Background: an optimization exercise with open tools, aiming at small area, a short achievable clock period and few clock cycles. Do not read the settings as production practice. Where RTL was checked, it was by simulation tests only, not by an equivalence proof against the original.

Design rate_monotonic_task_picker, start of the top module:
module rate_monotonic_task_picker #(
  parameter int MAX_TASKS = rmtp_pkg::MaxTasksDef
) (
  input  logic                          clk_i,
  input  logic                          rst_ni,
  input  logic                          in_valid_i,
  output logic                          in_stall_o,
  input  logic [92:0]                   in_data_i,
  output logic                          out_valid_o,
  input  logic                          out_stall_i,
  output logic [4:0]                    out_data_o,
  input  logic                          cfg_we_i,
  input  logic [0:0]                    cfg_idx_i,
  input  logic [4:0]                    cfg_wdata_i
);
clock: 10.0 ns
lec_check: 0
cap_margin: 20
core_margin: 2
core_utilization: 50
cts_cluster_diameter: 70
cts_cluster_size: 25
place_density: 0.65
setup_slack_margin: 5
slew_margin: 20
tns_end_percent: 5
standard.sh (not shown) runs the stock make flow with config.mk's settings and CLKGATE_MAP_FILE= SYNTH_SCRIPT=/design/flow/synth_recipe.tcl, a recipe that flattens the netlist after the stock synthesis.
==> flow/flow/run.sh <==
#!/bin/bash
# The standard layout (standard.sh), with two changes to how it is made:
# timing repair may resize a cell to one of another footprint, and the port
# buffers are buf_4 cells.
set -euo pipefail
bash standard.sh MATCH_CELL_FOOTPRINT=0 "BUFFER_PORTS_ARGS=-buffer_cell sky130_fd_sc_hd__buf_4" finish > standard.log 2>&1
Testbench counts at the start, summed over its fixed seeds: cycles 8,596.
==> next run, changes <==
Settings changed: CORE_UTILIZATION 50 to 40, PLACE_DENSITY 0.65 to 0.6.
Outcome:
- The new run ran to the end with no violations
- setup slack got worse by 0.16 ns
- hold slack improved by 0.0086 ns
- cell count increases by 6.8%
- final area increases by 2.4%

lane 3:
The RTL this note starts from:
==> flow/design.v <==
`timescale 1ns / 1ps
package rmtp_pkg;
  localparam int MaxTasksDef = 16;
  localparam int CfgDataW = 5;
  localparam int CfgIdxW  = 1;
  localparam logic [CfgIdxW-1:0] REG_TASK_COUNT = 1'd0;
  localparam logic [CfgIdxW-1:0] REG_IDLE_TASK  = 1'd1;
  localparam logic [2:0] OP_LOAD     = 3'd0;
  localparam logic [2:0] OP_TICK     = 3'd1;
  localparam logic [2:0] OP_SET      = 3'd2;
  localparam logic [2:0] OP_WAKE_REQ = 3'd3;
  localparam logic [2:0] OP_WAIT_REQ = 3'd4;
  localparam logic [1:0] ST_OTHER   = 2'd0;
  localparam logic [1:0] ST_READY   = 2'd1;
  localparam logic [1:0] ST_RUNNING = 2'd2;
  localparam logic [1:0] ST_WAIT    = 2'd3;
  typedef struct packed {
    logic [2:0]  opcode;
    logic [3:0]  task_index;
    logic [15:0] period;
    logic [15:0] deadline;
    logic [1:0]  new_state;
    logic [15:0] wait_ticks;
    logic [3:0]  current_task;
    logic [31:0] now;
  } in_item_t;
  typedef struct packed {
    logic [3:0] chosen_idx;
    logic       is_idle;
  } out_item_t;
  typedef enum logic [2:0] {
    STEP_NONE,
    STEP_CHG_RD,
    STEP_CHG_WR,
    STEP_SCAN,
    STEP_POST
  } step_e;
  typedef struct packed {
    logic  take;
    step_e step;
  } cmd_t;
  typedef struct packed {
    logic scan_done;
    logic out_free;
  } status_t;
endpackage
`timescale 1ns / 1ps
module rmtp_ctrl (
  input  logic       clk_i,
  input  logic       rst_ni,
  input  logic       in_valid_i,
  input  logic [2:0] in_opcode_i,
  output logic       in_stall_o,
  output logic       take_o,
  input  logic       out_stall_i,
  output logic       out_valid_o
);
  logic out_vld_q;
  assign in_stall_o  = out_vld_q;
  assign take_o      = in_valid_i && !out_vld_q;
  assign out_valid_o = out_vld_q;
  always_ff @(posedge clk_i or negedge rst_ni) begin
    if (!rst_ni) begin
      out_vld_q <= 1'b0;
    end else if (take_o && in_opcode_i == rmtp_pkg::OP_TICK) begin
      out_vld_q <= 1'b1;
    end else if (!out_stall_i) begin
      out_vld_q <= 1'b0;
    end
  end
endmodule
`timescale 1ns / 1ps
module rmtp_pick (
  input  logic [15:0]        rdy_i,
  input  logic [15:0][15:0]  le_i,
  input  logic [3:0]         idle_i,
  output rmtp_pkg::out_item_t pick_o
);
  logic [15:0] win;
  logic [3:0]  idx;
  always_comb begin
    for (int i = 0; i < 16; i++) begin
      win[i] = rdy_i[i];
      for (int j = 0; j < 16; j++) begin
        if (j < i) begin
          win[i] = win[i] && (!rdy_i[j] || !le_i[j][i]);
        end else if (j > i) begin
          win[i] = win[i] && (!rdy_i[j] || le_i[i][j]);
        end
      end
    end
    idx = '0;
    for (int i = 0; i < 16; i++) begin
      if (win[i]) begin
        idx = idx | 4'(i);
      end
    end
    pick_o.chosen_idx = (|rdy_i) ? idx : idle_i;
    pick_o.is_idle    = !(|rdy_i);
  end
endmodule
module rmtp_dpath (
  input  logic                              clk_i,
  input  logic                              rst_ni,
  input  logic                              take_i,
  input  rmtp_pkg::in_item_t                in_data_i,
  output rmtp_pkg::out_item_t               out_data_o,
  input  logic                              cfg_we_i,
  input  logic [rmtp_pkg::CfgIdxW-1:0]      cfg_idx_i,
  input  logic [rmtp_pkg::CfgDataW-1:0]     cfg_wdata_i
);
  localparam int N = 16;
  logic [N-1:0][15:0] per_q, dl_q, qt_q, tmr_q;
  logic [N-1:0][31:0] rel_q;
  logic [N-1:0][1:0]  st_q;
  logic [N-1:0]       wake_q, wait_q;
  logic [N-1:0][N-1:0] le_q;
  logic [4:0]          task_count_q;
  logic [3:0]          idle_task_q;
  rmtp_pkg::out_item_t out_q;
  logic            is_load, is_tick, is_set, is_wake, is_wait;
  logic [N-1:0]    ksel, csel, act, run_ok, base;
  logic [3:0]      cur;
  logic            chg_en, refill, sum_le, cur_ok;
  logic [15:0]     q_cur, p_cur, q_dec;
  logic [31:0]     r_cur, r_sum;
  logic [N-1:0]    p_lt, p_eq;
  rmtp_pkg::out_item_t pick_wo, pick_w;
  assign is_load = take_i && in_data_i.opcode == rmtp_pkg::OP_LOAD;
  assign is_tick = take_i && in_data_i.opcode == rmtp_pkg::OP_TICK;
  assign is_set  = take_i && in_data_i.opcode == rmtp_pkg::OP_SET;
  assign is_wake = take_i && in_data_i.opcode == rmtp_pkg::OP_WAKE_REQ;
  assign is_wait = take_i && in_data_i.opcode == rmtp_pkg::OP_WAIT_REQ;
  assign cur     = in_data_i.current_task;
  assign chg_en  = is_tick && cur != idle_task_q;
  assign q_cur  = qt_q[cur];
  assign p_cur  = per_q[cur];
  assign r_cur  = rel_q[cur];
  assign q_dec  = q_cur - 16'd1;
  assign refill = (q_cur == 16'd1) || wait_q[cur];
  assign r_sum  = r_cur + 32'(p_cur);
  assign sum_le = r_sum <= in_data_i.now;
  always_comb begin
    for (int i = 0; i < N; i++) begin
      ksel[i] = in_data_i.task_index == 4'(i);
      csel[i] = cur == 4'(i);
      act[i]  = (task_count_q[4] || task_count_q[3:0] > 4'(i)) && idle_task_q != 4'(i);
      p_lt[i] = per_q[i] < in_data_i.period;
      p_eq[i] = per_q[i] == in_data_i.period;
    end
  end
  for (genvar i = 0; i < N; i++) begin : g_ent
    logic [1:0]  st_nx;
    logic [15:0] tmr_nx;
    logic        wk_hit, tm_dec;
    always_comb begin
      wk_hit = st_q[i] == rmtp_pkg::ST_WAIT && wake_q[i];
      tm_dec = st_q[i] == rmtp_pkg::ST_WAIT && !wake_q[i] && tmr_q[i] != 16'd0;
      st_nx  = st_q[i];
      tmr_nx = tmr_q[i];
      if (wk_hit || (tm_dec && tmr_q[i] == 16'd1)) begin
        st_nx = rmtp_pkg::ST_READY;
      end
      if (tm_dec) begin
        tmr_nx = tmr_q[i] - 16'd1;
      end
    end
    assign run_ok[i] = act[i] && (st_nx == rmtp_pkg::ST_READY || st_nx == rmtp_pkg::ST_RUNNING);
    assign base[i]   = run_ok[i] && rel_q[i] <= in_data_i.now;
    always_ff @(posedge clk_i) begin
      if (is_load && ksel[i]) begin
        per_q[i] <= in_data_i.period;
        dl_q[i]  <= in_data_i.deadline;
      end
      if (is_load && ksel[i]) begin
        qt_q[i] <= in_data_i.deadline;
      end else if (chg_en && csel[i]) begin
        qt_q[i] <= refill ? dl_q[i] : q_dec;
      end
      if (is_load && ksel[i]) begin
        rel_q[i] <= 32'd1;
      end else if (chg_en && csel[i] && refill) begin
        rel_q[i] <= r_sum;
      end
      if (is_set && ksel[i]) begin
        tmr_q[i] <= in_data_i.wait_ticks;
      end else if (is_tick && act[i]) begin
        tmr_q[i] <= tmr_nx;
      end
    end
    always_ff @(posedge clk_i or negedge rst_ni) begin
      if (!rst_ni) begin
        st_q[i]   <= rmtp_pkg::ST_OTHER;
        wake_q[i] <= 1'b0;
        wait_q[i] <= 1'b0;
      end else begin
        if (is_set && ksel[i]) begin
          st_q[i] <= in_data_i.new_state;
        end else if (is_tick && act[i]) begin
          st_q[i] <= st_nx;
        end
        if (is_wake && ksel[i]) begin
          wake_q[i] <= 1'b1;
        end else if (is_tick && act[i] && wk_hit) begin
          wake_q[i] <= 1'b0;
        end
        if (is_wait && ksel[i]) begin
          wait_q[i] <= 1'b1;
        end else if (chg_en && csel[i] && refill) begin
          wait_q[i] <= 1'b0;
        end
      end
    end
    for (genvar j = i + 1; j < N; j++) begin : g_ord
      always_ff @(posedge clk_i) begin
        if (is_load && ksel[i]) begin
          le_q[i][j] <= !p_lt[j];
        end else if (is_load && ksel[j]) begin
          le_q[i][j] <= p_lt[i] || p_eq[i];
        end
      end
    end
  end
  assign cur_ok = (chg_en && refill) ? (|(run_ok & csel) && sum_le) : |(base & csel);
  rmtp_pick u_pick_wo (
    .rdy_i  (base & ~csel),
    .le_i   (le_q),
    .idle_i (idle_task_q),
    .pick_o (pick_wo)
  );
  rmtp_pick u_pick_w (
    .rdy_i  (base | csel),
    .le_i   (le_q),
    .idle_i (idle_task_q),
    .pick_o (pick_w)
  );
  always_ff @(posedge clk_i) begin
    if (is_tick) begin
      out_q <= cur_ok ? pick_w : pick_wo;
    end
  end
  always_ff @(posedge clk_i or negedge rst_ni) begin
    if (!rst_ni) begin
      task_count_q <= '0;
      idle_task_q  <= '0;
    end else if (cfg_we_i) begin
      if (cfg_idx_i == rmtp_pkg::REG_TASK_COUNT) begin
        task_count_q <= cfg_wdata_i;
      end else begin
        idle_task_q <= cfg_wdata_i[3:0];
      end
    end
  end
  assign out_data_o = out_q;
endmodule
`timescale 1ns / 1ps
module rate_monotonic_task_picker #(
  parameter int MAX_TASKS = rmtp_pkg::MaxTasksDef
) (
  input  logic                          clk_i,
  input  logic                          rst_ni,
  input  logic                          in_valid_i,
  output logic                          in_stall_o,
  input  logic [92:0]                   in_data_i,
  output logic                          out_valid_o,
  input  logic                          out_stall_i,
  output logic [4:0]                    out_data_o,
  input  logic                          cfg_we_i,
  input  logic [0:0]                    cfg_idx_i,
  input  logic [4:0]                    cfg_wdata_i
);
  rmtp_pkg::in_item_t  in_item;
  rmtp_pkg::out_item_t out_item;
  logic                take;
  assign in_item    = rmtp_pkg::in_item_t'(in_data_i);
  assign out_data_o = out_item;
  rmtp_ctrl u_ctrl (
    .clk_i       (clk_i),
    .rst_ni      (rst_ni),
    .in_valid_i  (in_valid_i),
    .in_opcode_i (in_item.opcode),
    .in_stall_o  (in_stall_o),
    .take_o      (take),
    .out_stall_i (out_stall_i),
    .out_valid_o (out_valid_o)
  );
  rmtp_dpath u_dpath (
    .clk_i       (clk_i),
    .rst_ni      (rst_ni),
    .take_i      (take),
    .in_data_i   (in_item),
    .out_data_o  (out_item),
    .cfg_we_i    (cfg_we_i),
    .cfg_idx_i   (cfg_idx_i),
    .cfg_wdata_i (cfg_wdata_i)
  );
endmodule
clock: 10.0 ns
lec_check: 0
abc_clock_period_in_ps: 5000
cap_margin: 20
core_margin: 2
core_utilization: 40
place_density: 0.6
slew_margin: 20
run.sh (not shown) runs the stock make flow with config.mk's settings and CLKGATE_MAP_FILE= SYNTH_SCRIPT=/design/flow/synth_recipe.tcl, a recipe that flattens the netlist after the stock synthesis.
Stock flow here: none of the scripts above is used.
Both conditions hold for lane 3: the flow ran to the end and the final layout passed the timing, DRC and antenna checks.
## Diff of input files: lane 5 against lane 3
Settings: clearing ABC_CLOCK_PERIOD_IN_PS, which used to be 5000.
==> comparison <==
As far as overall routing resource usage goes, lane 3 and lane 5 are indistinguishable; the numbers are identical. Total of cells resized after clock tree synthesis: lane 5 vs lane 3 identical. Going from lane 3 to lane 5, final critical path time including I/O delays and setup closely matched the old numbers, count of clock-net buffers in the final layout flat, die area has remained practically unchanged, first-pass iteration count of the detailed router now sits at about the same level.
No run of this note included a check of the RTL's function; only the layout flow was run.

re-timing with driven ports:
In the flow no input, the clock included, has a driving cell. The finished layouts below were timed again as built, in two steps. Step 1, drivers: a clkbuf_16 drives clk_i and a buf_2 each remaining input, both assumed. Step 2 times the ports against the registers' clock, not the clock port: input delays grow and output delays shrink by t, the midpoint of the rising clock arrivals with the driver on. Three values: ideal ports, drivers, drivers and shift; two values: the first two.
run	t (ns)	slack for setup (ns)	worst hold slack (ns)	worst setup path at the end	worst register clock-pin slew, ns
the first run of note 1	0.926	4.270 / 4.206 / 3.280	0.512 / 0.512 / 0.512	input to register	0.10 / 0.10
the second run of note 1	0.935	4.109 / 4.014 / 3.079	0.520 / 0.520 / 0.520	input to register	0.10 / 0.10
lane 3	0.984	0.885 / 0.928 / -0.056	0.475 / 0.475 / 0.475	input to register	0.07 / 0.07
lane 5	0.984	0.885 / 0.928 / -0.056	0.475 / 0.475 / 0.475	input to register	0.07 / 0.07
Met with ideal ports but missed after step 2: setup timing in lane 3 and lane 5. The setup slack of the second run of note 1, which loses most, moves by -0.095 ns with the drivers and by -1.030 ns with both steps.
